What follows belongs to an exercise in optimizing a design on an open flow for small area, a short achievable clock period and few clock cycles per item; a production flow would make more cautious choices. Where RTL was checked, it was by simulation tests only, not by an equivalence proof against the original. Function not checked in run 2: the RTL went through the layout flow alone. Power figures rest on the tool's default switching activity, not on a simulated workload.

==> flow/design.v (outline; a module is shown in full before it is edited, if it fits) <==
// module snm_mul: 1060 lines
// module smoothed_noise_modulator: 344 lines
module smoothed_noise_modulator (
    input  logic        i_clk,
    input  logic        i_rst_n,
    input  logic        i_s_tvalid,
    output logic        o_s_tready,
    input  logic [95:0] i_s_tdata,
    input  logic [1:0]  i_s_tuser,
    output logic        o_m_tvalid,
    input  logic        i_m_tready,
    output logic [31:0] o_m_tdata,
    input  logic        i_cfg_valid,
    output logic        o_cfg_ready,
    input  logic [1:0]  i_cfg_index,
    input  logic [15:0] i_cfg_data
);
  // ...
==> flow/run.sh <==
#!/bin/bash
# synth_recipe.tcl (not shown) runs the flow's synth.tcl, then flattens the netlist and writes it again
# the make line also repeats each setting of config.mk as NAME=value (left out here)
make -C /OpenROAD-flow-scripts/flow DESIGN_CONFIG=/design/flow/config.mk WORK_HOME=/design/flow/orfs CLKGATE_MAP_FILE= SYNTH_SCRIPT=/design/flow/synth_recipe.tcl finish
==> flow/config.mk <==
export PLATFORM = sky130hd
export DESIGN_NAME = smoothed_noise_modulator
export DESIGN_NICKNAME = smoothed_noise_modulator
export VERILOG_FILES = /design/flow/design.v
export SDC_FILE = /design/flow/constraint.sdc
export NUM_CORES = 4
export LEC_CHECK = 0
export ABC_AREA = 1
export CAP_MARGIN = 20
export CORE_MARGIN = 2
export CORE_UTILIZATION = 40
export SLEW_MARGIN = 20
==> flow/constraint.sdc <==
create_clock -name core_clock -period 9.0 [get_ports {i_clk}]
set_input_delay 1.8000 -clock core_clock [delete_from_list [all_inputs] [get_ports {i_clk}]]
set_output_delay 1.8000 -clock core_clock [all_outputs]
set_load 0.01 [all_outputs]
==> report_table.html, run 1 <==
<table>
<tr><th>Metric</th><th>Value</th></tr>
<tr><th colspan="2">Clock tree</th></tr>
<tr><td>CTS tree</td><td>yes</td></tr>
<tr><td>Post-cts gate resize count</td><td>0</td></tr>
<tr><th colspan="2">Cells and area</th></tr>
<tr><td>Fraction of the core area covered by cells at the end of the flow</td><td>45.0%</td></tr>
<tr><td>Design Area, Final</td><td>124000 µm²</td></tr>
<tr><td>Signal buf overhead</td><td>2.37%</td></tr>
<tr><td>Area occupied by multi-input gates</td><td>43600 µm²</td></tr>
<tr><td>Area occupied by registers</td><td>61500 µm²</td></tr>
<tr><td>Repair and plain buffers</td><td>337</td></tr>
<tr><th colspan="2">Placement</th></tr>
<tr><td>Pre-CTS setup slack</td><td>1.79 ns</td></tr>
<tr><td>Global placement routability congestion</td><td>1.01</td></tr>
<tr><td>Hpwl dp</td><td>232000 µm</td></tr>
<tr><th colspan="2">Logic synthesis</th></tr>
<tr><td>Mapped cell area</td><td>111000 µm²</td></tr>
<tr><td>Dominant cell by count in the synthesized netlist</td><td>nand2_1</td></tr>
<tr><th colspan="2">Worst setup path</th></tr>
<tr><td>Required time of the critical path</td><td>9.62 ns</td></tr>
<tr><td>Crit path max-delay family</td><td>compound AO/OA/AOI/OAI gates</td></tr>
<tr><td>Type of the worst setup path</td><td>reg2reg</td></tr>
<tr><td>Cell-by-cell listing of the critical path</td><td>clkinv_1, o21ai_0, mux2i_1, nand2_1, o21ai_0, o21ai_0, fa_1, ha_1, nand2_1, nor3_1, nor2_1, o21ai_0, a21boi_0, o21ai_0, nand3_1, nand2_1, nand2_1, nand2_1, nand3_1, nand2_1, xor2_1</td></tr>
<tr><td>Arrival time worst endpoint</td><td>8.10 ns</td></tr>
<tr><td>Reg-to-reg startpoint</td><td>r2_k1b[0]</td></tr>
<tr><td>Worst path slowest cell</td><td>edfxtp_1</td></tr>
<tr><th colspan="2">Route</th></tr>
<tr><td>Remaining number of nets flagged by the antenna check after routing</td><td>0</td></tr>
<tr><td>Iteration-0 DRC Markers</td><td>8106</td></tr>
<tr><td>Detailed-routing iteration count for the pre-antenna-repair pass</td><td>7</td></tr>
<tr><th colspan="2">STA</th></tr>
<tr><td>Final-layout setup total negative slack</td><td>0 ns</td></tr>
<tr><td>Period utilization</td><td>83.1%</td></tr>
<tr><td>Final hold vios</td><td>0</td></tr>
<tr><th colspan="2">Outcome</th></tr>
<tr><td>Status</td><td>no timing/DRC/antenna violations</td></tr>
<tr><th colspan="2">Power and ir drop</th></tr>
<tr><td>Top pwr grp</td><td>sequential cells</td></tr>
<tr><td>Switching share of power</td><td>36.2%</td></tr>
<tr><td>Logic gate share of total power</td><td>33.7%</td></tr>
<tr><th colspan="2">Hold path</th></tr>
<tr><td>Count of cells along the worst hold path</td><td>0</td></tr>
<tr><td>Sink of the worst hold path</td><td>r3_ch[2]</td></tr>
</table>
Testbench counts, summed over its fixed seeds: cycles 24,038, items 20,122.
==> module smoothed_noise_modulator, before the edit <==
module smoothed_noise_modulator (
    input  logic        i_clk,
    input  logic        i_rst_n,
    input  logic        i_s_tvalid,
    output logic        o_s_tready,
    input  logic [95:0] i_s_tdata,
    input  logic [1:0]  i_s_tuser,
    output logic        o_m_tvalid,
    input  logic        i_m_tready,
    output logic [31:0] o_m_tdata,
    input  logic        i_cfg_valid,
    output logic        o_cfg_ready,
    input  logic [1:0]  i_cfg_index,
    input  logic [15:0] i_cfg_data
);
    localparam int NCH = 6;
    logic [15:0] r_mgain;
    logic [3:0]  r_morder;
    logic        r_auto;
    assign o_cfg_ready = 1'b1;
    always_ff @(posedge i_clk) begin
        if (!i_rst_n) begin
            r_mgain  <= 16'd2000;
            r_morder <= 4'd10;
            r_auto   <= 1'b1;
        end else if (i_cfg_valid) begin
            case (i_cfg_index)
                2'd0: r_mgain  <= i_cfg_data;
                2'd1: r_morder <= i_cfg_data[3:0];
                2'd2: r_auto   <= i_cfg_data[0];
                default: ;
            endcase
        end
    end
    logic [NCH*32-1:0] r_a0, r_a1, r_a2, r_a3, r_m0, r_m1;    
    logic [NCH-1:0]    r_okp_l, r_okq_l, r_okp_m, r_okq_m;    
    logic [NCH*4-1:0]  r_ord_a, r_ord_b;                      
    logic [NCH-1:0]    r_ord_ok;
    logic [NCH*48-1:0] r_gain;                                
    logic [NCH-1:0]    r_gain_ok;
    logic adv;           
    logic s_acc;
    logic [2:0] in_ch;
    logic in_range, in_upd, in_par, in_mot;
    logic [NCH-1:0] in_sl, in_sm, in_sp;
    assign in_ch    = i_s_tdata[2:0];
    assign in_range = (in_ch < 3'd6);
    assign in_mot   = (i_s_tuser == 2'd1);
    assign in_upd   = in_range && r_auto && (i_s_tuser == 2'd0 || i_s_tuser == 2'd1);
    assign in_par   = in_range && (i_s_tuser == 2'd2);
    assign o_s_tready = adv;
    assign s_acc      = i_s_tvalid && adv;
    always_comb begin
        for (int c = 0; c < NCH; c++) begin
            in_sl[c] = s_acc && in_upd && !in_mot && in_ch == c;
            in_sm[c] = s_acc && in_upd &&  in_mot && in_ch == c;
            in_sp[c] = s_acc && in_par && in_ch == c;
        end
    end
    always_ff @(posedge i_clk) begin
        if (!i_rst_n) begin
            r_ord_ok <= '0;
        end else begin
            r_ord_ok <= r_ord_ok | in_sp;
        end
    end
    always_ff @(posedge i_clk) begin
        for (int c = 0; c < NCH; c++)
            if (in_sp[c]) begin
                r_ord_a[c*4 +: 4] <= i_s_tdata[72:69];
                r_ord_b[c*4 +: 4] <= i_s_tdata[92:89];
            end
    end
    logic [31:0] rd_pa, rd_pb;
    logic [3:0]  rd_k1a, rd_k1b;
    always_comb begin
        rd_pa  = '0;
        rd_pb  = '0;
        rd_k1a = (|in_sm) ? r_morder : 4'd0;
        rd_k1b = '0;
        for (int c = 0; c < NCH; c++) begin
            if (in_sl[c] && r_okp_l[c]) begin
                rd_pa = rd_pa | r_a0[c*32 +: 32];
                rd_pb = rd_pb | r_a2[c*32 +: 32];
            end
            if (in_sm[c] && r_okp_m[c]) rd_pa = rd_pa | r_m0[c*32 +: 32];
            if (in_sl[c] && r_ord_ok[c]) begin
                rd_k1a = rd_k1a | r_ord_a[c*4 +: 4];
                rd_k1b = rd_k1b | r_ord_b[c*4 +: 4];
            end
        end
    end
    logic        r1_vld, r1_par, r1_mot, r1_fwd;
    logic [2:0]  r1_ch;
    logic [NCH-1:0] r1_sl, r1_sm;    
    logic [31:0] r1_xa, r1_pa, r1_pb;
    logic [16:0] r1_xb;
    logic [3:0]  r1_k1a, r1_k1b;
    logic [4:0]  r1_k2a, r1_k2b;
    always_ff @(posedge i_clk) begin
        if (!i_rst_n) begin
            r1_vld <= 1'b0;
            r1_par <= 1'b0;
            r1_sl  <= '0;
            r1_sm  <= '0;
        end else if (adv) begin
            r1_vld <= s_acc && in_upd;
            r1_par <= s_acc && in_par;
            r1_sl  <= in_sl;
            r1_sm  <= in_sm;
        end
    end
    always_ff @(posedge i_clk) begin
        if (adv) begin
            r1_mot <= in_mot;
            r1_ch  <= in_ch;
            if (i_s_tuser == 2'd2) begin
                r1_xa <= i_s_tdata[68:37];
                r1_xb <= {1'b0, i_s_tdata[88:73]};
            end else begin
                r1_xa <= {{15{i_s_tdata[19]}}, i_s_tdata[19:3]};
                r1_xb <= i_s_tdata[36:20];
            end
            r1_fwd <= |{in_sl & r1_sl, in_sm & r1_sm};
            r1_pa  <= rd_pa;
            r1_pb  <= rd_pb;
            r1_k1a <= rd_k1a;
            r1_k1b <= rd_k1b;
            r1_k2a <= {1'b0, rd_k1a} + {4'd0, |in_sm};
            r1_k2b <= {1'b0, rd_k1b} + {4'd0, |in_sl};
        end
    end
    logic [31:0] r2_pa, r2_pb;
    logic [31:0] pa, pb, pa_n, pb_n;
    logic [31:0] rd_qa, rd_qb;
    always_comb begin
        pa   = r1_fwd ? r2_pa : r1_pa;
        pb   = r1_fwd ? r2_pb : r1_pb;
        pa_n = pa - 32'($signed(pa) >>> r1_k1a) + r1_xa;
        pb_n = pb - 32'($signed(pb) >>> r1_k1b) + {{15{r1_xb[16]}}, r1_xb};
    end
    always_ff @(posedge i_clk) begin
        if (!i_rst_n) begin
            r_okp_l <= '0;
            r_okp_m <= '0;
        end else if (adv) begin
            r_okp_l <= r_okp_l | r1_sl;
            r_okp_m <= r_okp_m | r1_sm;
        end
    end
    always_ff @(posedge i_clk) begin
        for (int c = 0; c < NCH; c++) begin
            if (adv && r1_sl[c]) begin
                r_a0[c*32 +: 32] <= pa_n;
                r_a2[c*32 +: 32] <= pb_n;
            end
            if (adv && r1_sm[c]) r_m0[c*32 +: 32] <= pa_n;
        end
    end
    always_comb begin
        rd_qa = '0;
        rd_qb = '0;
        for (int c = 0; c < NCH; c++) begin
            if (r1_sl[c] && r_okq_l[c]) begin
                rd_qa = rd_qa | r_a1[c*32 +: 32];
                rd_qb = rd_qb | r_a3[c*32 +: 32];
            end
            if (r1_sm[c] && r_okq_m[c]) rd_qa = rd_qa | r_m1[c*32 +: 32];
        end
    end
    logic        r2_vld, r2_par, r2_mot, r2_fwd;
    logic [2:0]  r2_ch;
    logic [NCH-1:0] r2_sl, r2_sm;
    logic [31:0] r2_qa, r2_qb;
    logic [3:0]  r2_k1a, r2_k1b;
    logic [4:0]  r2_k2a, r2_k2b;
    always_ff @(posedge i_clk) begin
        if (!i_rst_n) begin
            r2_vld <= 1'b0;
            r2_par <= 1'b0;
            r2_sl  <= '0;
            r2_sm  <= '0;
        end else if (adv) begin
            r2_vld <= r1_vld;
            r2_par <= r1_par;
            r2_sl  <= r1_sl;
            r2_sm  <= r1_sm;
        end
    end
    always_ff @(posedge i_clk) begin
        if (adv) begin
            r2_mot <= r1_mot;
            r2_ch  <= r1_ch;
            r2_pa  <= pa_n;
            r2_pb  <= pb_n;
            r2_k1a <= r1_k1a;
            r2_k1b <= r1_k1b;
            r2_k2a <= r1_k2a;
            r2_k2b <= r1_k2b;
            r2_fwd <= |{r1_sl & r2_sl, r1_sm & r2_sm};
            r2_qa  <= rd_qa;
            r2_qb  <= rd_qb;
        end
    end
    logic [31:0] r3_qa, r3_qb;
    logic [31:0] qa, qb, qa_n, qb_n, y1a, y1b;
    always_comb begin
        y1a  = 32'($signed(r2_pa) >>> r2_k1a);
        y1b  = 32'($signed(r2_pb) >>> r2_k1b);
        qa   = r2_fwd ? r3_qa : r2_qa;
        qb   = r2_fwd ? r3_qb : r2_qb;
        qa_n = qa - 32'($signed(qa) >>> r2_k2a) + y1a;
        qb_n = qb - 32'($signed(qb) >>> r2_k2b) + y1b;
    end
    always_ff @(posedge i_clk) begin
        if (!i_rst_n) begin
            r_okq_l <= '0;
            r_okq_m <= '0;
        end else if (adv) begin
            r_okq_l <= r_okq_l | r2_sl;
            r_okq_m <= r_okq_m | r2_sm;
        end
    end
    always_ff @(posedge i_clk) begin
        for (int c = 0; c < NCH; c++) begin
            if (adv && r2_sl[c]) begin
                r_a1[c*32 +: 32] <= qa_n;
                r_a3[c*32 +: 32] <= qb_n;
            end
            if (adv && r2_sm[c]) r_m1[c*32 +: 32] <= qa_n;
        end
    end
    logic        r3_vld, r3_par, r3_mot;
    logic [2:0]  r3_ch;
    logic [4:0]  r3_k2a, r3_k2b;
    always_ff @(posedge i_clk) begin
        if (!i_rst_n) begin
            r3_vld <= 1'b0;
            r3_par <= 1'b0;
        end else if (adv) begin
            r3_vld <= r2_vld;
            r3_par <= r2_par;
        end
    end
    always_ff @(posedge i_clk) begin
        if (adv) begin
            r3_mot <= r2_mot;
            r3_ch  <= r2_ch;
            r3_qa  <= qa_n;
            r3_qb  <= qb_n;
            r3_k2a <= r2_k2a;
            r3_k2b <= r2_k2b;
        end
    end
    logic [47:0]       g_rd;
    logic [15:0]       ga, gb, off;
    logic [31:0]       ya, yb;
    logic [15:0]       sa, ca, sb, cb;
    logic              cya, cyb;
    always_comb begin
        g_rd = '0;
        for (int c = 0; c < NCH; c++)
            if (r3_ch == c && r_gain_ok[c]) g_rd = g_rd | r_gain[c*48 +: 48];
        ga  = r3_mot ? r_mgain : g_rd[31:16];
        gb  = r3_mot ? 16'd0   : g_rd[47:32];
        off = r3_mot ? 16'd512 : g_rd[15:0];
        ya  = 32'($signed(r3_qa) >>> r3_k2a);
        yb  = 32'($signed(r3_qb) >>> r3_k2b);
    end
    snm_mul u_mul_a (.y(ya[28:0]), .g(ga), .s_hi(sa), .c_hi(ca), .cy(cya));
    snm_mul u_mul_b (.y(yb[28:0]), .g(gb), .s_hi(sb), .c_hi(cb), .cy(cyb));
    always_ff @(posedge i_clk) begin
        if (!i_rst_n) begin
            r_gain_ok <= '0;
        end else begin
            for (int c = 0; c < NCH; c++)
                if (adv && r3_par && r3_ch == c) r_gain_ok[c] <= 1'b1;
        end
    end
    always_ff @(posedge i_clk) begin
        for (int c = 0; c < NCH; c++)
            if (adv && r3_par && r3_ch == c) r_gain[c*48 +: 48] <= {r3_qb[15:0], r3_qa};
    end
    logic        r4_vld, r4_mot;
    logic [2:0]  r4_ch;
    logic [15:0] r4_sa, r4_ca, r4_sb, r4_cb, r4_off;
    logic        r4_cya, r4_cyb;
    always_ff @(posedge i_clk) begin
        if (!i_rst_n) begin
            r4_vld <= 1'b0;
        end else if (adv) begin
            r4_vld <= r3_vld;
        end
    end
    always_ff @(posedge i_clk) begin
        if (adv) begin
            r4_mot <= r3_mot;
            r4_ch  <= r3_ch;
            r4_sa  <= sa;
            r4_ca  <= ca;
            r4_cya <= cya;
            r4_sb  <= sb;
            r4_cb  <= cb;
            r4_cyb <= cyb;
            r4_off <= off;
        end
    end
    logic [15:0] level;
    logic [13:0] v;
    logic [7:0]  value;
    logic [5:0]  slot;
    logic [29:0] res;
    always_comb begin
        level = r4_sa + r4_ca + r4_sb + r4_cb + r4_off + {15'd0, r4_cya} + {15'd0, r4_cyb};
        v     = level[15:2];
        if (!v[13] && v[12:8] != 5'd0)      value = 8'd255;
        else if (v[13])                     value = r4_mot ? 8'd1 : 8'd0;
        else if (r4_mot && v[7:0] == 8'd0)  value = 8'd1;
        else                                value = v[7:0];
        slot = (r4_mot ? 6'd24 : 6'd30) + {3'd0, r4_ch};
        res  = {level, value, slot};
    end
    logic        r_out_vld, r_skid_vld, out_free;
    logic [29:0] r_out, r_skid;
    assign out_free = !r_out_vld || i_m_tready;
    assign adv      = !r_skid_vld;
    always_ff @(posedge i_clk) begin
        if (!i_rst_n) begin
            r_out_vld  <= 1'b0;
            r_skid_vld <= 1'b0;
        end else if (out_free) begin
            r_out_vld  <= r_skid_vld || r4_vld;
            r_skid_vld <= 1'b0;
        end else if (adv && r4_vld) begin
            r_skid_vld <= 1'b1;
        end
    end
    always_ff @(posedge i_clk) begin
        if (adv) r_skid <= res;
        if (out_free) r_out <= r_skid_vld ? r_skid : res;
    end
    assign o_m_tvalid = r_out_vld;
    assign o_m_tdata  = {2'b00, r_out};
endmodule
==> run 2, diff against run 1 <==
--- a/flow/design.v
+++ b/flow/design.v
@@ -1,14 +1,46 @@
+module snm_benc (
+    input  logic [15:0] g,
+    output logic [7:0]  one,
+    output logic [7:0]  two,
+    output logic [7:0]  neg
+);
+    assign one[0] = g[0] ^ 1'b0;
+    assign two[0] = (g[1] & ~g[0] & ~1'b0) | (~g[1] & g[0] & 1'b0);
+    assign neg[0] = g[1];
+    assign one[1] = g[2] ^ g[1];
+    assign two[1] = (g[3] & ~g[2] & ~g[1]) | (~g[3] & g[2] & g[1]);
+    assign neg[1] = g[3];
+    assign one[2] = g[4] ^ g[3];
+    assign two[2] = (g[5] & ~g[4] & ~g[3]) | (~g[5] & g[4] & g[3]);
+    assign neg[2] = g[5];
+    assign one[3] = g[6] ^ g[5];
+    assign two[3] = (g[7] & ~g[6] & ~g[5]) | (~g[7] & g[6] & g[5]);
+    assign neg[3] = g[7];
+    assign one[4] = g[8] ^ g[7];
+    assign two[4] = (g[9] & ~g[8] & ~g[7]) | (~g[9] & g[8] & g[7]);
+    assign neg[4] = g[9];
+    assign one[5] = g[10] ^ g[9];
+    assign two[5] = (g[11] & ~g[10] & ~g[9]) | (~g[11] & g[10] & g[9]);
+    assign neg[5] = g[11];
+    assign one[6] = g[12] ^ g[11];
+    assign two[6] = (g[13] & ~g[12] & ~g[11]) | (~g[13] & g[12] & g[11]);
+    assign neg[6] = g[13];
+    assign one[7] = g[14] ^ g[13];
+    assign two[7] = (g[15] & ~g[14] & ~g[13]) | (~g[15] & g[14] & g[13]);
+    assign neg[7] = g[15];
+endmodule
 module snm_mul (
     input  logic [28:0] y,
-    input  logic [15:0] g,
-    output logic [15:0] s_hi,
-    output logic [15:0] c_hi,
-    output logic        cy
+    input  logic [7:0]  one,
+    input  logic [7:0]  two,
+    input  logic [7:0]  neg,
+    output logic [28:0] ra,
+    output logic [28:0] rb
 );
     logic b_one0;
     logic b_two0;
     logic b_neg0;
     logic pp1;
     logic pp2;
     logic pp3;
     logic pp4;
@@ -494,21 +526,19 @@
     logic s463;
     logic c464;
     logic s465;
     logic c466;
     logic s467;
     logic c468;
     logic s469;
     logic c470;
-    logic [28:0] ra, rb;
-    logic [13:0] lo;
-    assign b_one0 = g[0] ^ 1'b0;
-    assign b_two0 = (g[1] & ~g[0] & ~1'b0) | (~g[1] & g[0] & 1'b0);
-    assign b_neg0 = g[1];
+    assign b_one0 = one[0];
+    assign b_two0 = two[0];
+    assign b_neg0 = neg[0];
     assign pp1 = ((b_one0 & y[0]) | (b_two0 & 1'b0)) ^ b_neg0;
     assign pp2 = ((b_one0 & y[1]) | (b_two0 & y[0])) ^ b_neg0;
     assign pp3 = ((b_one0 & y[2]) | (b_two0 & y[1])) ^ b_neg0;
     assign pp4 = ((b_one0 & y[3]) | (b_two0 & y[2])) ^ b_neg0;
     assign pp5 = ((b_one0 & y[4]) | (b_two0 & y[3])) ^ b_neg0;
     assign pp6 = ((b_one0 & y[5]) | (b_two0 & y[4])) ^ b_neg0;
     assign pp7 = ((b_one0 & y[6]) | (b_two0 & y[5])) ^ b_neg0;
     assign pp8 = ((b_one0 & y[7]) | (b_two0 & y[6])) ^ b_neg0;
@@ -528,19 +558,19 @@
     assign pp22 = ((b_one0 & y[21]) | (b_two0 & y[20])) ^ b_neg0;
     assign pp23 = ((b_one0 & y[22]) | (b_two0 & y[21])) ^ b_neg0;
     assign pp24 = ((b_one0 & y[23]) | (b_two0 & y[22])) ^ b_neg0;
     assign pp25 = ((b_one0 & y[24]) | (b_two0 & y[23])) ^ b_neg0;
     assign pp26 = ((b_one0 & y[25]) | (b_two0 & y[24])) ^ b_neg0;
     assign pp27 = ((b_one0 & y[26]) | (b_two0 & y[25])) ^ b_neg0;
     assign pp28 = ((b_one0 & y[27]) | (b_two0 & y[26])) ^ b_neg0;
     assign pp29 = ((b_one0 & y[28]) | (b_two0 & y[27])) ^ b_neg0;
-    assign b_one1 = g[2] ^ g[1];
-    assign b_two1 = (g[3] & ~g[2] & ~g[1]) | (~g[3] & g[2] & g[1]);
-    assign b_neg1 = g[3];
+    assign b_one1 = one[1];
+    assign b_two1 = two[1];
+    assign b_neg1 = neg[1];
     assign pp30 = ((b_one1 & y[0]) | (b_two1 & 1'b0)) ^ b_neg1;
     assign pp31 = ((b_one1 & y[1]) | (b_two1 & y[0])) ^ b_neg1;
     assign pp32 = ((b_one1 & y[2]) | (b_two1 & y[1])) ^ b_neg1;
     assign pp33 = ((b_one1 & y[3]) | (b_two1 & y[2])) ^ b_neg1;
     assign pp34 = ((b_one1 & y[4]) | (b_two1 & y[3])) ^ b_neg1;
     assign pp35 = ((b_one1 & y[5]) | (b_two1 & y[4])) ^ b_neg1;
     assign pp36 = ((b_one1 & y[6]) | (b_two1 & y[5])) ^ b_neg1;
     assign pp37 = ((b_one1 & y[7]) | (b_two1 & y[6])) ^ b_neg1;
@@ -558,19 +588,19 @@
     assign pp49 = ((b_one1 & y[19]) | (b_two1 & y[18])) ^ b_neg1;
     assign pp50 = ((b_one1 & y[20]) | (b_two1 & y[19])) ^ b_neg1;
     assign pp51 = ((b_one1 & y[21]) | (b_two1 & y[20])) ^ b_neg1;
     assign pp52 = ((b_one1 & y[22]) | (b_two1 & y[21])) ^ b_neg1;
     assign pp53 = ((b_one1 & y[23]) | (b_two1 & y[22])) ^ b_neg1;
     assign pp54 = ((b_one1 & y[24]) | (b_two1 & y[23])) ^ b_neg1;
     assign pp55 = ((b_one1 & y[25]) | (b_two1 & y[24])) ^ b_neg1;
     assign pp56 = ((b_one1 & y[26]) | (b_two1 & y[25])) ^ b_neg1;
-    assign b_one2 = g[4] ^ g[3];
-    assign b_two2 = (g[5] & ~g[4] & ~g[3]) | (~g[5] & g[4] & g[3]);
-    assign b_neg2 = g[5];
+    assign b_one2 = one[2];
+    assign b_two2 = two[2];
+    assign b_neg2 = neg[2];
     assign pp57 = ((b_one2 & y[0]) | (b_two2 & 1'b0)) ^ b_neg2;
     assign pp58 = ((b_one2 & y[1]) | (b_two2 & y[0])) ^ b_neg2;
     assign pp59 = ((b_one2 & y[2]) | (b_two2 & y[1])) ^ b_neg2;
     assign pp60 = ((b_one2 & y[3]) | (b_two2 & y[2])) ^ b_neg2;
     assign pp61 = ((b_one2 & y[4]) | (b_two2 & y[3])) ^ b_neg2;
     assign pp62 = ((b_one2 & y[5]) | (b_two2 & y[4])) ^ b_neg2;
     assign pp63 = ((b_one2 & y[6]) | (b_two2 & y[5])) ^ b_neg2;
     assign pp64 = ((b_one2 & y[7]) | (b_two2 & y[6])) ^ b_neg2;
@@ -586,19 +616,19 @@
     assign pp74 = ((b_one2 & y[17]) | (b_two2 & y[16])) ^ b_neg2;
     assign pp75 = ((b_one2 & y[18]) | (b_two2 & y[17])) ^ b_neg2;
     assign pp76 = ((b_one2 & y[19]) | (b_two2 & y[18])) ^ b_neg2;
     assign pp77 = ((b_one2 & y[20]) | (b_two2 & y[19])) ^ b_neg2;
     assign pp78 = ((b_one2 & y[21]) | (b_two2 & y[20])) ^ b_neg2;
     assign pp79 = ((b_one2 & y[22]) | (b_two2 & y[21])) ^ b_neg2;
     assign pp80 = ((b_one2 & y[23]) | (b_two2 & y[22])) ^ b_neg2;
     assign pp81 = ((b_one2 & y[24]) | (b_two2 & y[23])) ^ b_neg2;
-    assign b_one3 = g[6] ^ g[5];
-    assign b_two3 = (g[7] & ~g[6] & ~g[5]) | (~g[7] & g[6] & g[5]);
-    assign b_neg3 = g[7];
+    assign b_one3 = one[3];
+    assign b_two3 = two[3];
+    assign b_neg3 = neg[3];
     assign pp82 = ((b_one3 & y[0]) | (b_two3 & 1'b0)) ^ b_neg3;
     assign pp83 = ((b_one3 & y[1]) | (b_two3 & y[0])) ^ b_neg3;
     assign pp84 = ((b_one3 & y[2]) | (b_two3 & y[1])) ^ b_neg3;
     assign pp85 = ((b_one3 & y[3]) | (b_two3 & y[2])) ^ b_neg3;
     assign pp86 = ((b_one3 & y[4]) | (b_two3 & y[3])) ^ b_neg3;
     assign pp87 = ((b_one3 & y[5]) | (b_two3 & y[4])) ^ b_neg3;
     assign pp88 = ((b_one3 & y[6]) | (b_two3 & y[5])) ^ b_neg3;
     assign pp89 = ((b_one3 & y[7]) | (b_two3 & y[6])) ^ b_neg3;
@@ -612,19 +642,19 @@
     assign pp97 = ((b_one3 & y[15]) | (b_two3 & y[14])) ^ b_neg3;
     assign pp98 = ((b_one3 & y[16]) | (b_two3 & y[15])) ^ b_neg3;
     assign pp99 = ((b_one3 & y[17]) | (b_two3 & y[16])) ^ b_neg3;
     assign pp100 = ((b_one3 & y[18]) | (b_two3 & y[17])) ^ b_neg3;
     assign pp101 = ((b_one3 & y[19]) | (b_two3 & y[18])) ^ b_neg3;
     assign pp102 = ((b_one3 & y[20]) | (b_two3 & y[19])) ^ b_neg3;
     assign pp103 = ((b_one3 & y[21]) | (b_two3 & y[20])) ^ b_neg3;
     assign pp104 = ((b_one3 & y[22]) | (b_two3 & y[21])) ^ b_neg3;
-    assign b_one4 = g[8] ^ g[7];
-    assign b_two4 = (g[9] & ~g[8] & ~g[7]) | (~g[9] & g[8] & g[7]);
-    assign b_neg4 = g[9];
+    assign b_one4 = one[4];
+    assign b_two4 = two[4];
+    assign b_neg4 = neg[4];
     assign pp105 = ((b_one4 & y[0]) | (b_two4 & 1'b0)) ^ b_neg4;
     assign pp106 = ((b_one4 & y[1]) | (b_two4 & y[0])) ^ b_neg4;
     assign pp107 = ((b_one4 & y[2]) | (b_two4 & y[1])) ^ b_neg4;
     assign pp108 = ((b_one4 & y[3]) | (b_two4 & y[2])) ^ b_neg4;
     assign pp109 = ((b_one4 & y[4]) | (b_two4 & y[3])) ^ b_neg4;
     assign pp110 = ((b_one4 & y[5]) | (b_two4 & y[4])) ^ b_neg4;
     assign pp111 = ((b_one4 & y[6]) | (b_two4 & y[5])) ^ b_neg4;
     assign pp112 = ((b_one4 & y[7]) | (b_two4 & y[6])) ^ b_neg4;
@@ -636,19 +666,19 @@
     assign pp118 = ((b_one4 & y[13]) | (b_two4 & y[12])) ^ b_neg4;
     assign pp119 = ((b_one4 & y[14]) | (b_two4 & y[13])) ^ b_neg4;
     assign pp120 = ((b_one4 & y[15]) | (b_two4 & y[14])) ^ b_neg4;
     assign pp121 = ((b_one4 & y[16]) | (b_two4 & y[15])) ^ b_neg4;
     assign pp122 = ((b_one4 & y[17]) | (b_two4 & y[16])) ^ b_neg4;
     assign pp123 = ((b_one4 & y[18]) | (b_two4 & y[17])) ^ b_neg4;
     assign pp124 = ((b_one4 & y[19]) | (b_two4 & y[18])) ^ b_neg4;
     assign pp125 = ((b_one4 & y[20]) | (b_two4 & y[19])) ^ b_neg4;
-    assign b_one5 = g[10] ^ g[9];
-    assign b_two5 = (g[11] & ~g[10] & ~g[9]) | (~g[11] & g[10] & g[9]);
-    assign b_neg5 = g[11];
+    assign b_one5 = one[5];
+    assign b_two5 = two[5];
+    assign b_neg5 = neg[5];
     assign pp126 = ((b_one5 & y[0]) | (b_two5 & 1'b0)) ^ b_neg5;
     assign pp127 = ((b_one5 & y[1]) | (b_two5 & y[0])) ^ b_neg5;
     assign pp128 = ((b_one5 & y[2]) | (b_two5 & y[1])) ^ b_neg5;
     assign pp129 = ((b_one5 & y[3]) | (b_two5 & y[2])) ^ b_neg5;
     assign pp130 = ((b_one5 & y[4]) | (b_two5 & y[3])) ^ b_neg5;
     assign pp131 = ((b_one5 & y[5]) | (b_two5 & y[4])) ^ b_neg5;
     assign pp132 = ((b_one5 & y[6]) | (b_two5 & y[5])) ^ b_neg5;
     assign pp133 = ((b_one5 & y[7]) | (b_two5 & y[6])) ^ b_neg5;
@@ -658,19 +688,19 @@
     assign pp137 = ((b_one5 & y[11]) | (b_two5 & y[10])) ^ b_neg5;
     assign pp138 = ((b_one5 & y[12]) | (b_two5 & y[11])) ^ b_neg5;
     assign pp139 = ((b_one5 & y[13]) | (b_two5 & y[12])) ^ b_neg5;
     assign pp140 = ((b_one5 & y[14]) | (b_two5 & y[13])) ^ b_neg5;
     assign pp141 = ((b_one5 & y[15]) | (b_two5 & y[14])) ^ b_neg5;
     assign pp142 = ((b_one5 & y[16]) | (b_two5 & y[15])) ^ b_neg5;
     assign pp143 = ((b_one5 & y[17]) | (b_two5 & y[16])) ^ b_neg5;
     assign pp144 = ((b_one5 & y[18]) | (b_two5 & y[17])) ^ b_neg5;
-    assign b_one6 = g[12] ^ g[11];
-    assign b_two6 = (g[13] & ~g[12] & ~g[11]) | (~g[13] & g[12] & g[11]);
-    assign b_neg6 = g[13];
+    assign b_one6 = one[6];
+    assign b_two6 = two[6];
+    assign b_neg6 = neg[6];
     assign pp145 = ((b_one6 & y[0]) | (b_two6 & 1'b0)) ^ b_neg6;
     assign pp146 = ((b_one6 & y[1]) | (b_two6 & y[0])) ^ b_neg6;
     assign pp147 = ((b_one6 & y[2]) | (b_two6 & y[1])) ^ b_neg6;
     assign pp148 = ((b_one6 & y[3]) | (b_two6 & y[2])) ^ b_neg6;
     assign pp149 = ((b_one6 & y[4]) | (b_two6 & y[3])) ^ b_neg6;
     assign pp150 = ((b_one6 & y[5]) | (b_two6 & y[4])) ^ b_neg6;
     assign pp151 = ((b_one6 & y[6]) | (b_two6 & y[5])) ^ b_neg6;
     assign pp152 = ((b_one6 & y[7]) | (b_two6 & y[6])) ^ b_neg6;
@@ -678,19 +708,19 @@
     assign pp154 = ((b_one6 & y[9]) | (b_two6 & y[8])) ^ b_neg6;
     assign pp155 = ((b_one6 & y[10]) | (b_two6 & y[9])) ^ b_neg6;
     assign pp156 = ((b_one6 & y[11]) | (b_two6 & y[10])) ^ b_neg6;
     assign pp157 = ((b_one6 & y[12]) | (b_two6 & y[11])) ^ b_neg6;
     assign pp158 = ((b_one6 & y[13]) | (b_two6 & y[12])) ^ b_neg6;
     assign pp159 = ((b_one6 & y[14]) | (b_two6 & y[13])) ^ b_neg6;
     assign pp160 = ((b_one6 & y[15]) | (b_two6 & y[14])) ^ b_neg6;
     assign pp161 = ((b_one6 & y[16]) | (b_two6 & y[15])) ^ b_neg6;
-    assign b_one7 = g[14] ^ g[13];
-    assign b_two7 = (g[15] & ~g[14] & ~g[13]) | (~g[15] & g[14] & g[13]);
-    assign b_neg7 = g[15];
+    assign b_one7 = one[7];
+    assign b_two7 = two[7];
+    assign b_neg7 = neg[7];
     assign pp162 = ((b_one7 & y[0]) | (b_two7 & 1'b0)) ^ b_neg7;
     assign pp163 = ((b_one7 & y[1]) | (b_two7 & y[0])) ^ b_neg7;
     assign pp164 = ((b_one7 & y[2]) | (b_two7 & y[1])) ^ b_neg7;
     assign pp165 = ((b_one7 & y[3]) | (b_two7 & y[2])) ^ b_neg7;
     assign pp166 = ((b_one7 & y[4]) | (b_two7 & y[3])) ^ b_neg7;
     assign pp167 = ((b_one7 & y[5]) | (b_two7 & y[4])) ^ b_neg7;
     assign pp168 = ((b_one7 & y[6]) | (b_two7 & y[5])) ^ b_neg7;
     assign pp169 = ((b_one7 & y[7]) | (b_two7 & y[6])) ^ b_neg7;
@@ -1048,20 +1078,16 @@
     assign ra[25] = s463;
     assign rb[25] = c462;
     assign ra[26] = s465;
     assign rb[26] = c464;
     assign ra[27] = s467;
     assign rb[27] = c466;
     assign ra[28] = s469;
     assign rb[28] = c468;
-    assign lo   = {1'b0, ra[12:0]} + {1'b0, rb[12:0]};
-    assign cy   = lo[13];
-    assign s_hi = ra[28:13];
-    assign c_hi = rb[28:13];
 endmodule
 module smoothed_noise_modulator (
     input  logic        i_clk,
     input  logic        i_rst_n,
     input  logic        i_s_tvalid,
     output logic        o_s_tready,
     input  logic [95:0] i_s_tdata,
     input  logic [1:0]  i_s_tuser,
@@ -1094,27 +1120,30 @@
     end
     logic [NCH*32-1:0] r_a0, r_a1, r_a2, r_a3, r_m0, r_m1;    
     logic [NCH-1:0]    r_okp_l, r_okq_l, r_okp_m, r_okq_m;    
     logic [NCH*4-1:0]  r_ord_a, r_ord_b;                      
     logic [NCH-1:0]    r_ord_ok;
     logic [NCH*48-1:0] r_gain;                                
     logic [NCH-1:0]    r_gain_ok;
     logic adv;           
+    logic hz;            
+    logic mv0;           
     logic s_acc;
     logic [2:0] in_ch;
     logic in_range, in_upd, in_par, in_mot;
     logic [NCH-1:0] in_sl, in_sm, in_sp;
     assign in_ch    = i_s_tdata[2:0];
     assign in_range = (in_ch < 3'd6);
     assign in_mot   = (i_s_tuser == 2'd1);
     assign in_upd   = in_range && r_auto && (i_s_tuser == 2'd0 || i_s_tuser == 2'd1);
     assign in_par   = in_range && (i_s_tuser == 2'd2);
-    assign o_s_tready = adv;
-    assign s_acc      = i_s_tvalid && adv;
+    assign mv0        = adv && !hz;
+    assign o_s_tready = mv0;
+    assign s_acc      = i_s_tvalid && mv0;
     always_comb begin
         for (int c = 0; c < NCH; c++) begin
             in_sl[c] = s_acc && in_upd && !in_mot && in_ch == c;
             in_sm[c] = s_acc && in_upd &&  in_mot && in_ch == c;
             in_sp[c] = s_acc && in_par && in_ch == c;
         end
     end
     always_ff @(posedge i_clk) begin
@@ -1126,277 +1155,439 @@
     end
     always_ff @(posedge i_clk) begin
         for (int c = 0; c < NCH; c++)
             if (in_sp[c]) begin
                 r_ord_a[c*4 +: 4] <= i_s_tdata[72:69];
                 r_ord_b[c*4 +: 4] <= i_s_tdata[92:89];
             end
     end
+    logic           r0_vld, r0_par, r0_mot;
+    logic [2:0]     r0_ch;
+    logic [NCH-1:0] r0_sl, r0_sm;    
+    logic [31:0]    r0_xa;
+    logic [16:0]    r0_xb;
+    always_ff @(posedge i_clk) begin
+        if (!i_rst_n) begin
+            r0_vld <= 1'b0;
+            r0_par <= 1'b0;
+            r0_sl  <= '0;
+            r0_sm  <= '0;
+        end else if (mv0) begin
+            r0_vld <= s_acc && in_upd;
+            r0_par <= s_acc && in_par;
+            r0_sl  <= in_sl;
+            r0_sm  <= in_sm;
+        end
+    end
+    always_ff @(posedge i_clk) begin
+        if (mv0) begin
+            r0_mot <= in_mot;
+            r0_ch  <= in_ch;
+            if (i_s_tuser == 2'd2) begin
+                r0_xa <= i_s_tdata[68:37];
+                r0_xb <= {1'b0, i_s_tdata[88:73]};
+            end else begin
+                r0_xa <= {{15{i_s_tdata[19]}}, i_s_tdata[19:3]};
+                r0_xb <= i_s_tdata[36:20];
+            end
+        end
+    end
     logic [31:0] rd_pa, rd_pb;
     logic [3:0]  rd_k1a, rd_k1b;
     always_comb begin
         rd_pa  = '0;
         rd_pb  = '0;
-        rd_k1a = (|in_sm) ? r_morder : 4'd0;
+        rd_k1a = (|r0_sm) ? r_morder : 4'd0;
         rd_k1b = '0;
         for (int c = 0; c < NCH; c++) begin
-            if (in_sl[c] && r_okp_l[c]) begin
+            if (r0_sl[c] && r_okp_l[c]) begin
                 rd_pa = rd_pa | r_a0[c*32 +: 32];
                 rd_pb = rd_pb | r_a2[c*32 +: 32];
             end
-            if (in_sm[c] && r_okp_m[c]) rd_pa = rd_pa | r_m0[c*32 +: 32];
-            if (in_sl[c] && r_ord_ok[c]) begin
+            if (r0_sm[c] && r_okp_m[c]) rd_pa = rd_pa | r_m0[c*32 +: 32];
+            if (r0_sl[c] && r_ord_ok[c]) begin
                 rd_k1a = rd_k1a | r_ord_a[c*4 +: 4];
                 rd_k1b = rd_k1b | r_ord_b[c*4 +: 4];
             end
         end
     end
-    logic        r1_vld, r1_par, r1_mot, r1_fwd;
-    logic [2:0]  r1_ch;
-    logic [NCH-1:0] r1_sl, r1_sm;    
-    logic [31:0] r1_xa, r1_pa, r1_pb;
-    logic [16:0] r1_xb;
-    logic [3:0]  r1_k1a, r1_k1b;
-    logic [4:0]  r1_k2a, r1_k2b;
+    logic           r1_vld, r1_par, r1_mot, r1_fwd;
+    logic [2:0]     r1_ch;
+    logic [NCH-1:0] r1_sl, r1_sm;
+    logic [31:0]    r1_xa, r1_pa, r1_pb;
+    logic [16:0]    r1_xb;
+    logic [3:0]     r1_k1a, r1_k1b;
+    logic [4:0]     r1_k2a, r1_k2b;
+    logic [NCH-1:0] r2_sl, r2_sm;
+    assign hz = |{r0_sl & r1_sl, r0_sm & r1_sm};
     always_ff @(posedge i_clk) begin
         if (!i_rst_n) begin
             r1_vld <= 1'b0;
             r1_par <= 1'b0;
             r1_sl  <= '0;
             r1_sm  <= '0;
         end else if (adv) begin
-            r1_vld <= s_acc && in_upd;
-            r1_par <= s_acc && in_par;
-            r1_sl  <= in_sl;
-            r1_sm  <= in_sm;
+            r1_vld <= r0_vld && !hz;
+            r1_par <= r0_par && !hz;
+            r1_sl  <= hz ? '0 : r0_sl;
+            r1_sm  <= hz ? '0 : r0_sm;
         end
     end
     always_ff @(posedge i_clk) begin
         if (adv) begin
-            r1_mot <= in_mot;
-            r1_ch  <= in_ch;
-            if (i_s_tuser == 2'd2) begin
-                r1_xa <= i_s_tdata[68:37];
-                r1_xb <= {1'b0, i_s_tdata[88:73]};
-            end else begin
-                r1_xa <= {{15{i_s_tdata[19]}}, i_s_tdata[19:3]};
-                r1_xb <= i_s_tdata[36:20];
-            end
-            r1_fwd <= |{in_sl & r1_sl, in_sm & r1_sm};
+            r1_mot <= r0_mot;
+            r1_ch  <= r0_ch;
+            r1_xa  <= r0_xa;
+            r1_xb  <= r0_xb;
+            r1_fwd <= |{r0_sl & r2_sl, r0_sm & r2_sm};
             r1_pa  <= rd_pa;
             r1_pb  <= rd_pb;
             r1_k1a <= rd_k1a;
             r1_k1b <= rd_k1b;
-            r1_k2a <= {1'b0, rd_k1a} + {4'd0, |in_sm};
-            r1_k2b <= {1'b0, rd_k1b} + {4'd0, |in_sl};
+            r1_k2a <= {1'b0, rd_k1a} + {4'd0, |r0_sm};
+            r1_k2b <= {1'b0, rd_k1b} + {4'd0, |r0_sl};
         end
     end
-    logic [31:0] r2_pa, r2_pb;
-    logic [31:0] pa, pb, pa_n, pb_n;
-    logic [31:0] rd_qa, rd_qb;
+    logic [31:0] r3_pa, r3_pb;
+    logic [31:0] pa, pb, ha, hb, xb, s1a, c1a, s1b, c1b;
     always_comb begin
-        pa   = r1_fwd ? r2_pa : r1_pa;
-        pb   = r1_fwd ? r2_pb : r1_pb;
-        pa_n = pa - 32'($signed(pa) >>> r1_k1a) + r1_xa;
-        pb_n = pb - 32'($signed(pb) >>> r1_k1b) + {{15{r1_xb[16]}}, r1_xb};
+        pa  = r1_fwd ? r3_pa : r1_pa;
+        pb  = r1_fwd ? r3_pb : r1_pb;
+        ha  = ~(32'($signed(pa) >>> r1_k1a));
+        hb  = ~(32'($signed(pb) >>> r1_k1b));
+        xb  = {{15{r1_xb[16]}}, r1_xb};
+        s1a = pa ^ ha ^ r1_xa;
+        c1a = {(pa[30:0] & ha[30:0]) | (pa[30:0] & r1_xa[30:0]) | (ha[30:0] & r1_xa[30:0]), 1'b1};
+        s1b = pb ^ hb ^ xb;
+        c1b = {(pb[30:0] & hb[30:0]) | (pb[30:0] & xb[30:0]) | (hb[30:0] & xb[30:0]), 1'b1};
+    end
+    logic           r2_vld, r2_par, r2_mot;
+    logic [2:0]     r2_ch;
+    logic [31:0]    r2_sa, r2_ca, r2_sb, r2_cb;
+    logic [3:0]     r2_k1a, r2_k1b;
+    logic [4:0]     r2_k2a, r2_k2b;
+    always_ff @(posedge i_clk) begin
+        if (!i_rst_n) begin
+            r2_vld <= 1'b0;
+            r2_par <= 1'b0;
+            r2_sl  <= '0;
+            r2_sm  <= '0;
+        end else if (adv) begin
+            r2_vld <= r1_vld;
+            r2_par <= r1_par;
+            r2_sl  <= r1_sl;
+            r2_sm  <= r1_sm;
+        end
+    end
+    always_ff @(posedge i_clk) begin
+        if (adv) begin
+            r2_mot <= r1_mot;
+            r2_ch  <= r1_ch;
+            r2_sa  <= s1a;
+            r2_ca  <= c1a;
+            r2_sb  <= s1b;
+            r2_cb  <= c1b;
+            r2_k1a <= r1_k1a;
+            r2_k1b <= r1_k1b;
+            r2_k2a <= r1_k2a;
+            r2_k2b <= r1_k2b;
+        end
     end
+    logic [31:0] pa_n, pb_n, rd_qa, rd_qb;
+    logic [NCH-1:0] r4_sl, r4_sm;
+    assign pa_n = r2_sa + r2_ca;
+    assign pb_n = r2_sb + r2_cb;
     always_ff @(posedge i_clk) begin
         if (!i_rst_n) begin
             r_okp_l <= '0;
             r_okp_m <= '0;
         end else if (adv) begin
-            r_okp_l <= r_okp_l | r1_sl;
-            r_okp_m <= r_okp_m | r1_sm;
+            r_okp_l <= r_okp_l | r2_sl;
+            r_okp_m <= r_okp_m | r2_sm;
         end
     end
     always_ff @(posedge i_clk) begin
         for (int c = 0; c < NCH; c++) begin
-            if (adv && r1_sl[c]) begin
+            if (adv && r2_sl[c]) begin
                 r_a0[c*32 +: 32] <= pa_n;
                 r_a2[c*32 +: 32] <= pb_n;
             end
-            if (adv && r1_sm[c]) r_m0[c*32 +: 32] <= pa_n;
+            if (adv && r2_sm[c]) r_m0[c*32 +: 32] <= pa_n;
         end
     end
     always_comb begin
         rd_qa = '0;
         rd_qb = '0;
         for (int c = 0; c < NCH; c++) begin
-            if (r1_sl[c] && r_okq_l[c]) begin
+            if (r2_sl[c] && r_okq_l[c]) begin
                 rd_qa = rd_qa | r_a1[c*32 +: 32];
                 rd_qb = rd_qb | r_a3[c*32 +: 32];
             end
-            if (r1_sm[c] && r_okq_m[c]) rd_qa = rd_qa | r_m1[c*32 +: 32];
+            if (r2_sm[c] && r_okq_m[c]) rd_qa = rd_qa | r_m1[c*32 +: 32];
         end
     end
-    logic        r2_vld, r2_par, r2_mot, r2_fwd;
-    logic [2:0]  r2_ch;
-    logic [NCH-1:0] r2_sl, r2_sm;
-    logic [31:0] r2_qa, r2_qb;
-    logic [3:0]  r2_k1a, r2_k1b;
-    logic [4:0]  r2_k2a, r2_k2b;
+    logic           r3_vld, r3_par, r3_mot, r3_fwd;
+    logic [2:0]     r3_ch;
+    logic [NCH-1:0] r3_sl, r3_sm;
+    logic [31:0]    r3_qa, r3_qb;
+    logic [3:0]     r3_k1a, r3_k1b;
+    logic [4:0]     r3_k2a, r3_k2b;
     always_ff @(posedge i_clk) begin
         if (!i_rst_n) begin
-            r2_vld <= 1'b0;
-            r2_par <= 1'b0;
-            r2_sl  <= '0;
-            r2_sm  <= '0;
+            r3_vld <= 1'b0;
+            r3_par <= 1'b0;
+            r3_sl  <= '0;
+            r3_sm  <= '0;
         end else if (adv) begin
-            r2_vld <= r1_vld;
-            r2_par <= r1_par;
-            r2_sl  <= r1_sl;
-            r2_sm  <= r1_sm;
+            r3_vld <= r2_vld;
+            r3_par <= r2_par;
+            r3_sl  <= r2_sl;
+            r3_sm  <= r2_sm;
         end
     end
     always_ff @(posedge i_clk) begin
         if (adv) begin
-            r2_mot <= r1_mot;
-            r2_ch  <= r1_ch;
-            r2_pa  <= pa_n;
-            r2_pb  <= pb_n;
-            r2_k1a <= r1_k1a;
-            r2_k1b <= r1_k1b;
-            r2_k2a <= r1_k2a;
-            r2_k2b <= r1_k2b;
-            r2_fwd <= |{r1_sl & r2_sl, r1_sm & r2_sm};
-            r2_qa  <= rd_qa;
-            r2_qb  <= rd_qb;
+            r3_mot <= r2_mot;
+            r3_ch  <= r2_ch;
+            r3_pa  <= pa_n;
+            r3_pb  <= pb_n;
+            r3_k1a <= r2_k1a;
+            r3_k1b <= r2_k1b;
+            r3_k2a <= r2_k2a;
+            r3_k2b <= r2_k2b;
+            r3_fwd <= |{r2_sl & r4_sl, r2_sm & r4_sm};
+            r3_qa  <= rd_qa;
+            r3_qb  <= rd_qb;
         end
     end
-    logic [31:0] r3_qa, r3_qb;
-    logic [31:0] qa, qb, qa_n, qb_n, y1a, y1b;
+    logic [31:0] r5_qa, r5_qb;
+    logic [31:0] qa, qb, gqa, gqb, y1a, y1b, s3a, c3a, s3b, c3b;
     always_comb begin
-        y1a  = 32'($signed(r2_pa) >>> r2_k1a);
-        y1b  = 32'($signed(r2_pb) >>> r2_k1b);
-        qa   = r2_fwd ? r3_qa : r2_qa;
-        qb   = r2_fwd ? r3_qb : r2_qb;
-        qa_n = qa - 32'($signed(qa) >>> r2_k2a) + y1a;
-        qb_n = qb - 32'($signed(qb) >>> r2_k2b) + y1b;
+        y1a = 32'($signed(r3_pa) >>> r3_k1a);
+        y1b = 32'($signed(r3_pb) >>> r3_k1b);
+        qa  = r3_fwd ? r5_qa : r3_qa;
+        qb  = r3_fwd ? r5_qb : r3_qb;
+        gqa = ~(32'($signed(qa) >>> r3_k2a));
+        gqb = ~(32'($signed(qb) >>> r3_k2b));
+        s3a = qa ^ gqa ^ y1a;
+        c3a = {(qa[30:0] & gqa[30:0]) | (qa[30:0] & y1a[30:0]) | (gqa[30:0] & y1a[30:0]), 1'b1};
+        s3b = qb ^ gqb ^ y1b;
+        c3b = {(qb[30:0] & gqb[30:0]) | (qb[30:0] & y1b[30:0]) | (gqb[30:0] & y1b[30:0]), 1'b1};
+    end
+    logic           r4_vld, r4_par, r4_mot;
+    logic [2:0]     r4_ch;
+    logic [31:0]    r4_sa, r4_ca, r4_sb, r4_cb;
+    logic [4:0]     r4_k2a, r4_k2b;
+    always_ff @(posedge i_clk) begin
+        if (!i_rst_n) begin
+            r4_vld <= 1'b0;
+            r4_par <= 1'b0;
+            r4_sl  <= '0;
+            r4_sm  <= '0;
+        end else if (adv) begin
+            r4_vld <= r3_vld;
+            r4_par <= r3_par;
+            r4_sl  <= r3_sl;
+            r4_sm  <= r3_sm;
+        end
     end
     always_ff @(posedge i_clk) begin
+        if (adv) begin
+            r4_mot <= r3_mot;
+            r4_ch  <= r3_ch;
+            r4_sa  <= s3a;
+            r4_ca  <= c3a;
+            r4_sb  <= s3b;
+            r4_cb  <= c3b;
+            r4_k2a <= r3_k2a;
+            r4_k2b <= r3_k2b;
+        end
+    end
+    logic [31:0] qa_n, qb_n;
+    assign qa_n = r4_sa + r4_ca;
+    assign qb_n = r4_sb + r4_cb;
+    always_ff @(posedge i_clk) begin
         if (!i_rst_n) begin
             r_okq_l <= '0;
             r_okq_m <= '0;
         end else if (adv) begin
-            r_okq_l <= r_okq_l | r2_sl;
-            r_okq_m <= r_okq_m | r2_sm;
+            r_okq_l <= r_okq_l | r4_sl;
+            r_okq_m <= r_okq_m | r4_sm;
         end
     end
     always_ff @(posedge i_clk) begin
         for (int c = 0; c < NCH; c++) begin
-            if (adv && r2_sl[c]) begin
+            if (adv && r4_sl[c]) begin
                 r_a1[c*32 +: 32] <= qa_n;
                 r_a3[c*32 +: 32] <= qb_n;
             end
-            if (adv && r2_sm[c]) r_m1[c*32 +: 32] <= qa_n;
+            if (adv && r4_sm[c]) r_m1[c*32 +: 32] <= qa_n;
         end
     end
-    logic        r3_vld, r3_par, r3_mot;
-    logic [2:0]  r3_ch;
-    logic [4:0]  r3_k2a, r3_k2b;
+    logic           r5_vld, r5_par, r5_mot;
+    logic [2:0]     r5_ch;
+    logic [4:0]     r5_k2a, r5_k2b;
     always_ff @(posedge i_clk) begin
         if (!i_rst_n) begin
-            r3_vld <= 1'b0;
-            r3_par <= 1'b0;
+            r5_vld <= 1'b0;
+            r5_par <= 1'b0;
         end else if (adv) begin
-            r3_vld <= r2_vld;
-            r3_par <= r2_par;
+            r5_vld <= r4_vld;
+            r5_par <= r4_par;
         end
     end
     always_ff @(posedge i_clk) begin
         if (adv) begin
-            r3_mot <= r2_mot;
-            r3_ch  <= r2_ch;
-            r3_qa  <= qa_n;
-            r3_qb  <= qb_n;
-            r3_k2a <= r2_k2a;
-            r3_k2b <= r2_k2b;
+            r5_mot <= r4_mot;
+            r5_ch  <= r4_ch;
+            r5_qa  <= qa_n;
+            r5_qb  <= qb_n;
+            r5_k2a <= r4_k2a;
+            r5_k2b <= r4_k2b;
         end
     end
-    logic [47:0]       g_rd;
-    logic [15:0]       ga, gb, off;
-    logic [31:0]       ya, yb;
-    logic [15:0]       sa, ca, sb, cb;
-    logic              cya, cyb;
+    logic [47:0] g_rd;
+    logic [31:0] ya, yb;
     always_comb begin
         g_rd = '0;
         for (int c = 0; c < NCH; c++)
-            if (r3_ch == c && r_gain_ok[c]) g_rd = g_rd | r_gain[c*48 +: 48];
-        ga  = r3_mot ? r_mgain : g_rd[31:16];
-        gb  = r3_mot ? 16'd0   : g_rd[47:32];
-        off = r3_mot ? 16'd512 : g_rd[15:0];
-        ya  = 32'($signed(r3_qa) >>> r3_k2a);
-        yb  = 32'($signed(r3_qb) >>> r3_k2b);
+            if (r5_ch == c && r_gain_ok[c]) g_rd = g_rd | r_gain[c*48 +: 48];
+        ya = 32'($signed(r5_qa) >>> r5_k2a);
+        yb = 32'($signed(r5_qb) >>> r5_k2b);
     end
-    snm_mul u_mul_a (.y(ya[28:0]), .g(ga), .s_hi(sa), .c_hi(ca), .cy(cya));
-    snm_mul u_mul_b (.y(yb[28:0]), .g(gb), .s_hi(sb), .c_hi(cb), .cy(cyb));
     always_ff @(posedge i_clk) begin
         if (!i_rst_n) begin
             r_gain_ok <= '0;
         end else begin
             for (int c = 0; c < NCH; c++)
-                if (adv && r3_par && r3_ch == c) r_gain_ok[c] <= 1'b1;
+                if (adv && r5_par && r5_ch == c) r_gain_ok[c] <= 1'b1;
         end
     end
     always_ff @(posedge i_clk) begin
         for (int c = 0; c < NCH; c++)
-            if (adv && r3_par && r3_ch == c) r_gain[c*48 +: 48] <= {r3_qb[15:0], r3_qa};
+            if (adv && r5_par && r5_ch == c) r_gain[c*48 +: 48] <= {r5_qb[15:0], r5_qa};
     end
-    logic        r4_vld, r4_mot;
-    logic [2:0]  r4_ch;
-    logic [15:0] r4_sa, r4_ca, r4_sb, r4_cb, r4_off;
-    logic        r4_cya, r4_cyb;
+    logic [15:0] ga, gb;
+    logic [7:0]  ea_one, ea_two, ea_neg, eb_one, eb_two, eb_neg;
+    assign ga = r5_mot ? r_mgain : g_rd[31:16];
+    assign gb = r5_mot ? 16'd0   : g_rd[47:32];
+    snm_benc u_enc_a (.g(ga), .one(ea_one), .two(ea_two), .neg(ea_neg));
+    snm_benc u_enc_b (.g(gb), .one(eb_one), .two(eb_two), .neg(eb_neg));
+    logic        r6_vld, r6_mot;
+    logic [2:0]  r6_ch;
+    logic [28:0] r6_ya, r6_yb;
+    logic [7:0]  r6_a_one, r6_a_two, r6_a_neg, r6_b_one, r6_b_two, r6_b_neg;
+    logic [15:0] r6_off;
     always_ff @(posedge i_clk) begin
         if (!i_rst_n) begin
-            r4_vld <= 1'b0;
+            r6_vld <= 1'b0;
         end else if (adv) begin
-            r4_vld <= r3_vld;
+            r6_vld <= r5_vld;
         end
     end
     always_ff @(posedge i_clk) begin
         if (adv) begin
-            r4_mot <= r3_mot;
-            r4_ch  <= r3_ch;
-            r4_sa  <= sa;
-            r4_ca  <= ca;
-            r4_cya <= cya;
-            r4_sb  <= sb;
-            r4_cb  <= cb;
-            r4_cyb <= cyb;
-            r4_off <= off;
+            r6_mot   <= r5_mot;
+            r6_ch    <= r5_ch;
+            r6_ya    <= ya[28:0];
+            r6_yb    <= yb[28:0];
+            r6_a_one <= ea_one;
+            r6_a_two <= ea_two;
+            r6_a_neg <= ea_neg;
+            r6_b_one <= eb_one;
+            r6_b_two <= eb_two;
+            r6_b_neg <= eb_neg;
+            r6_off   <= r5_mot ? 16'd512 : g_rd[15:0];
+        end
+    end
+    logic [28:0] pra, prb, pqa, pqb;
+    snm_mul u_mul_a (.y(r6_ya), .one(r6_a_one), .two(r6_a_two), .neg(r6_a_neg), .ra(pra), .rb(prb));
+    snm_mul u_mul_b (.y(r6_yb), .one(r6_b_one), .two(r6_b_two), .neg(r6_b_neg), .ra(pqa), .rb(pqb));
+    logic        r7_vld, r7_mot;
+    logic [2:0]  r7_ch;
+    logic [28:0] r7_pra, r7_prb, r7_pqa, r7_pqb;
+    logic [15:0] r7_off;
+    always_ff @(posedge i_clk) begin
+        if (!i_rst_n) begin
+            r7_vld <= 1'b0;
+        end else if (adv) begin
+            r7_vld <= r6_vld;
+        end
+    end
+    always_ff @(posedge i_clk) begin
+        if (adv) begin
+            r7_mot <= r6_mot;
+            r7_ch  <= r6_ch;
+            r7_pra <= pra;
+            r7_prb <= prb;
+            r7_pqa <= pqa;
+            r7_pqb <= pqb;
+            r7_off <= r6_off;
+        end
+    end
+    logic [13:0] lo_a, lo_b;
+    logic [15:0] m1s, m1c, m2s, m2c, m3s, m3c;
+    always_comb begin
+        lo_a = {1'b0, r7_pra[12:0]} + {1'b0, r7_prb[12:0]};
+        lo_b = {1'b0, r7_pqa[12:0]} + {1'b0, r7_pqb[12:0]};
+        m1s  = r7_pra[28:13] ^ r7_prb[28:13] ^ r7_pqa[28:13];
+        m1c  = {(r7_pra[27:13] & r7_prb[27:13]) | (r7_pra[27:13] & r7_pqa[27:13])
+                | (r7_prb[27:13] & r7_pqa[27:13]), lo_a[13]};
+        m2s  = r7_pqb[28:13] ^ r7_off ^ m1s;
+        m2c  = {(r7_pqb[27:13] & r7_off[14:0]) | (r7_pqb[27:13] & m1s[14:0])
+                | (r7_off[14:0] & m1s[14:0]), lo_b[13]};
+        m3s  = m1c ^ m2s ^ m2c;
+        m3c  = {(m1c[14:0] & m2s[14:0]) | (m1c[14:0] & m2c[14:0]) | (m2s[14:0] & m2c[14:0]), 1'b0};
+    end
+    logic        r8_vld, r8_mot;
+    logic [2:0]  r8_ch;
+    logic [15:0] r8_s, r8_c;
+    always_ff @(posedge i_clk) begin
+        if (!i_rst_n) begin
+            r8_vld <= 1'b0;
+        end else if (adv) begin
+            r8_vld <= r7_vld;
+        end
+    end
+    always_ff @(posedge i_clk) begin
+        if (adv) begin
+            r8_mot <= r7_mot;
+            r8_ch  <= r7_ch;
+            r8_s   <= m3s;
+            r8_c   <= m3c;
         end
     end
     logic [15:0] level;
     logic [13:0] v;
     logic [7:0]  value;
     logic [5:0]  slot;
     logic [29:0] res;
     always_comb begin
-        level = r4_sa + r4_ca + r4_sb + r4_cb + r4_off + {15'd0, r4_cya} + {15'd0, r4_cyb};
+        level = r8_s + r8_c;
         v     = level[15:2];
         if (!v[13] && v[12:8] != 5'd0)      value = 8'd255;
-        else if (v[13])                     value = r4_mot ? 8'd1 : 8'd0;
-        else if (r4_mot && v[7:0] == 8'd0)  value = 8'd1;
+        else if (v[13])                     value = r8_mot ? 8'd1 : 8'd0;
+        else if (r8_mot && v[7:0] == 8'd0)  value = 8'd1;
         else                                value = v[7:0];
-        slot = (r4_mot ? 6'd24 : 6'd30) + {3'd0, r4_ch};
+        slot = (r8_mot ? 6'd24 : 6'd30) + {3'd0, r8_ch};
         res  = {level, value, slot};
     end
     logic        r_out_vld, r_skid_vld, out_free;
     logic [29:0] r_out, r_skid;
     assign out_free = !r_out_vld || i_m_tready;
     assign adv      = !r_skid_vld;
     always_ff @(posedge i_clk) begin
         if (!i_rst_n) begin
             r_out_vld  <= 1'b0;
             r_skid_vld <= 1'b0;
         end else if (out_free) begin
-            r_out_vld  <= r_skid_vld || r4_vld;
+            r_out_vld  <= r_skid_vld || r8_vld;
             r_skid_vld <= 1'b0;
-        end else if (adv && r4_vld) begin
+        end else if (adv && r8_vld) begin
             r_skid_vld <= 1'b1;
         end
     end
     always_ff @(posedge i_clk) begin
         if (adv) r_skid <= res;
         if (out_free) r_out <= r_skid_vld ? r_skid : res;
     end
     assign o_m_tvalid = r_out_vld;
--- a/flow/config.mk
+++ b/flow/config.mk
@@ -4,9 +4,10 @@
 export VERILOG_FILES = /design/flow/design.v
 export SDC_FILE = /design/flow/constraint.sdc
 export NUM_CORES = 4
 export LEC_CHECK = 0
 export ABC_AREA = 1
 export CAP_MARGIN = 20
 export CORE_MARGIN = 2
 export CORE_UTILIZATION = 40
+export SETUP_SLACK_MARGIN = 5
 export SLEW_MARGIN = 20
==> report_table.html, run 2 <==
<table>
<tr><th>Metric</th><th>Value</th></tr>
<tr><th colspan="2">Outcome</th></tr>
<tr><td>Status</td><td>no timing/DRC/antenna violations</td></tr>
<tr><th colspan="2">Worst setup path</th></tr>
<tr><td>Type of the worst setup path</td><td>reg2out</td></tr>
<tr><td>Count of buffering cells on the critical path with inverters included</td><td>3</td></tr>
<tr><td>Cell-by-cell listing of the critical path</td><td>nand2_1, nand4_1, nor3_2, nand2_2, clkinv_4, buf_16, buf_6</td></tr>
<tr><td>Required time of the critical path</td><td>7.20 ns (-2.42 ns)</td></tr>
<tr><td>Worst path slowest cell</td><td>dfxtp_4</td></tr>
<tr><td>Crit path max-delay family</td><td>simple AND/OR/NAND/NOR gates</td></tr>
<tr><td>Reg-to-reg startpoint</td><td>r1_fwd</td></tr>
<tr><th colspan="2">Clock tree</th></tr>
<tr><td>TritonCTS Buffers</td><td>295</td></tr>
<tr><td>CTS tree</td><td>yes</td></tr>
<tr><td>Total number of clock tree sinks</td><td>2683</td></tr>
<tr><th colspan="2">Cells and area</th></tr>
<tr><td>Register ranked first by flip-flop count</td><td>r_gain</td></tr>
<tr><td>Syn-to-layout area delta</td><td>12.2%</td></tr>
<tr><td>Area occupied by multi-input gates</td><td>45300 µm² (+4.0%)</td></tr>
<tr><td>Share of final-layout standard cells stronger than drive strength 1</td><td>6.63%</td></tr>
<tr><td>Area occupied by registers</td><td>79000 µm² (+28%)</td></tr>
<tr><th colspan="2">STA</th></tr>
<tr><td>Count of final max-slew check failures</td><td>0</td></tr>
<tr><td>Final hold vios</td><td>0 (unchanged)</td></tr>
<tr><td>Final-layout setup total negative slack</td><td>0 ns (unchanged)</td></tr>
<tr><td>Period utilization</td><td>44.5% (-39 points)</td></tr>
<tr><th colspan="2">Route</th></tr>
<tr><td>Remaining number of nets flagged by the antenna check after routing</td><td>0 (unchanged)</td></tr>
<tr><td>Total via count after detailed routing</td><td>90000</td></tr>
<tr><td>Detailed-routing iteration count for the pre-antenna-repair pass</td><td>7 (unchanged)</td></tr>
<tr><td>Iteration-0 DRC Markers</td><td>9736 (+20%)</td></tr>
<tr><th colspan="2">Global routing</th></tr>
<tr><td>Total routing usage reported by global routing</td><td>23.5%</td></tr>
<tr><th colspan="2">Placement</th></tr>
<tr><td>Global placement routability congestion</td><td>0.953 (-5.6%)</td></tr>
<tr><td>Hpwl dp</td><td>267000 µm (+15%)</td></tr>
<tr><th colspan="2">Floorplanning</th></tr>
<tr><td>Site row count</td><td>209</td></tr>
<tr><th colspan="2">Power and ir drop</th></tr>
<tr><td>Power per Cell Area</td><td>288 nW/µm²</td></tr>
<tr><th colspan="2">Logic synthesis</th></tr>
<tr><td>Dominant cell by count in the synthesized netlist</td><td>nand2_1</td></tr>
<tr><td>Sequential fraction of the synthesis area</td><td>60.5%</td></tr>
<tr><td>Largest cells by area after synthesis</td><td>edfxtp_1 (58%), nand2_1 (8.1%), fa_1 (6.1%)</td></tr>
<tr><td>Mapped cell area</td><td>131000 µm² (+18%)</td></tr>
<tr><th colspan="2">Hold path</th></tr>
<tr><td>Count of cells along the worst hold path</td><td>0 (unchanged)</td></tr>
</table>
[run 2: cell types whose count changed in the layout (fill, tap and decap cells not counted), moves of 44 or more]
cell / change
a22o_1: +71
clkbuf_16: +81
o21ai_0: -102
a221oi_1: +93
o211ai_1: +44
edfxtp_1: +550
nor2_1: +70
nand2_1: +550
o21ai_1: +93
a22oi_1: -166
inv_1: +46
mux2i_1: -86
[run 2: metrics by stage]
| step | utilization, % | worst slack [ns] | instances | hold WS [ns] | area, µm² |
|---|---|---|---|---|---|
| final | 45.1 | 4.99 | 16200 | 0.399 | 146000 |
| after detailed placement | 42.1 | 4.50 | 15700 | 0.405 | 137000 |
| after global routing | 45.1 | 4.92 | 16200 | 0.404 | 146000 |
| after floorplan | - | 3.09 | 11600 | 0.400 | 131000 |
| after CTS | 45.0 | 4.91 | 16200 | 0.398 | 146000 |
| after global placement | 42.0 | 4.56 | 15700 | 0.400 | 136000 |
[run 2: kinds of logic after synthesis]
| group | count (synthesis) | share of synthesized area, % |
|---|---|---|
| mux | 92 | 0.709 |
| simple gates | 3949 | 12.3 |
| fa+ha+maj | 608 | 8.10 |
| buf+inv | 1698 | 5.11 |
| flops | 2683 | 60.5 |
| compound gates | 2088 | 10.1 |
| xor+xnor | 487 | 3.27 |
| other cells | 2 | 0.00575 |
[run 2: cell type report]
class,instances,area share [%]
clock buffers,380,5.44
flip-flops and latches,2683,53.9
repair inverters,1,0.00513
multi-input cells,7227,30.9
inverters,1158,3.04
clock inverters,146,0.943
repair buffers,320,1.99
diodes,2,0.00342
well taps,4325,3.70
[run 2: report_power, final]
part | switching, µW | total, µW | internal [µW]
registers | 1030 | 18200 | 17200
logic | 8560 | 12100 | 3540
clock network | 5060 | 11800 | 6730
total | 14700 | 42100 | 27400
[run 2: repair_timing]
action,in CTS,in global routing
hold buffers,0,0
gates resized for setup,41,33
gates cloned,1,1
endpoints found under the setup margin,104,150
pin swaps,2,3
hold endpoints to repair,0,0
buffers inserted,9,10
[run 2: worst min-delay path by stage]
stage | startpoint | end
2_1_floorplan | r0_ch[0] | r1_ch[0]
3_3_place_gp | r4_mot | r5_mot
3_5_place_dp | r0_xa[25] | r1_xa[25]
4_1_cts | r2_k1b[1] | r3_k1b[1]
5_1_grt | r2_k1b[1] | r3_k1b[1]
6_report | r2_k1b[1] | r3_k1b[1]
[run 2: metal layers]
| metal | share of wire, % | track usage [%] | wire [µm] |
|---|---|---|---|
| met4 | 4.1 | 8.82 | 16200 |
| met5 | 0.0033 | 0 | 13 |
| met1 | 42 | 31.9 | 167000 |
| met3 | 7.4 | 3.17 | 29400 |
| met2 | 47 | 38.5 | 186000 |
[run 2: worst reg2reg max path, cell delays in order (launching register included)]
cell      delay, ns
edfxtp_1       0.36
buf_4          0.26
clkinv_2       0.09
clkbuf_8       0.48
nand2_1        0.33
nand2_1        0.25
inv_1          0.10
o21ai_0        0.34
nand2_1        0.09
o21ai_0        0.13
mux2i_1        0.18
o21ai_0        0.57
fa_1           0.53
inv_1          0.06

==> separate check: timing with driven ports <==
In the flow no input, the clock included, has a driving cell. The finished layouts below were timed again as built, in two steps.
Step 1 assumes that a clkbuf_16 drives the clock port and a buf_2 every other input.
Step 2 adds t to the input delays and takes it off the output delays; t is the mean of the earliest and latest rising clock arrival at the registers after step 1. Input paths then give back, and output paths get back, about the clock's delay inside the block.
Three values: ideal ports, drivers, drivers and shift; two values: the first two.
| run | t (ns) | setup WS [ns] | hold WS [ns] |
|---|---|---|---|
| run 1 | 0.985 | 1.523 / 1.523 / 1.523 | 0.419 / 0.419 / 0.419 |
| run 2 | 1.002 | 4.994 / 4.893 / 4.700 | 0.399 / 0.399 / 0.399 |
After both steps setup and hold are still met in every run listed. The setup slack of run 2, which loses most, moves by -0.101 ns with the drivers and by -0.294 ns with both steps.
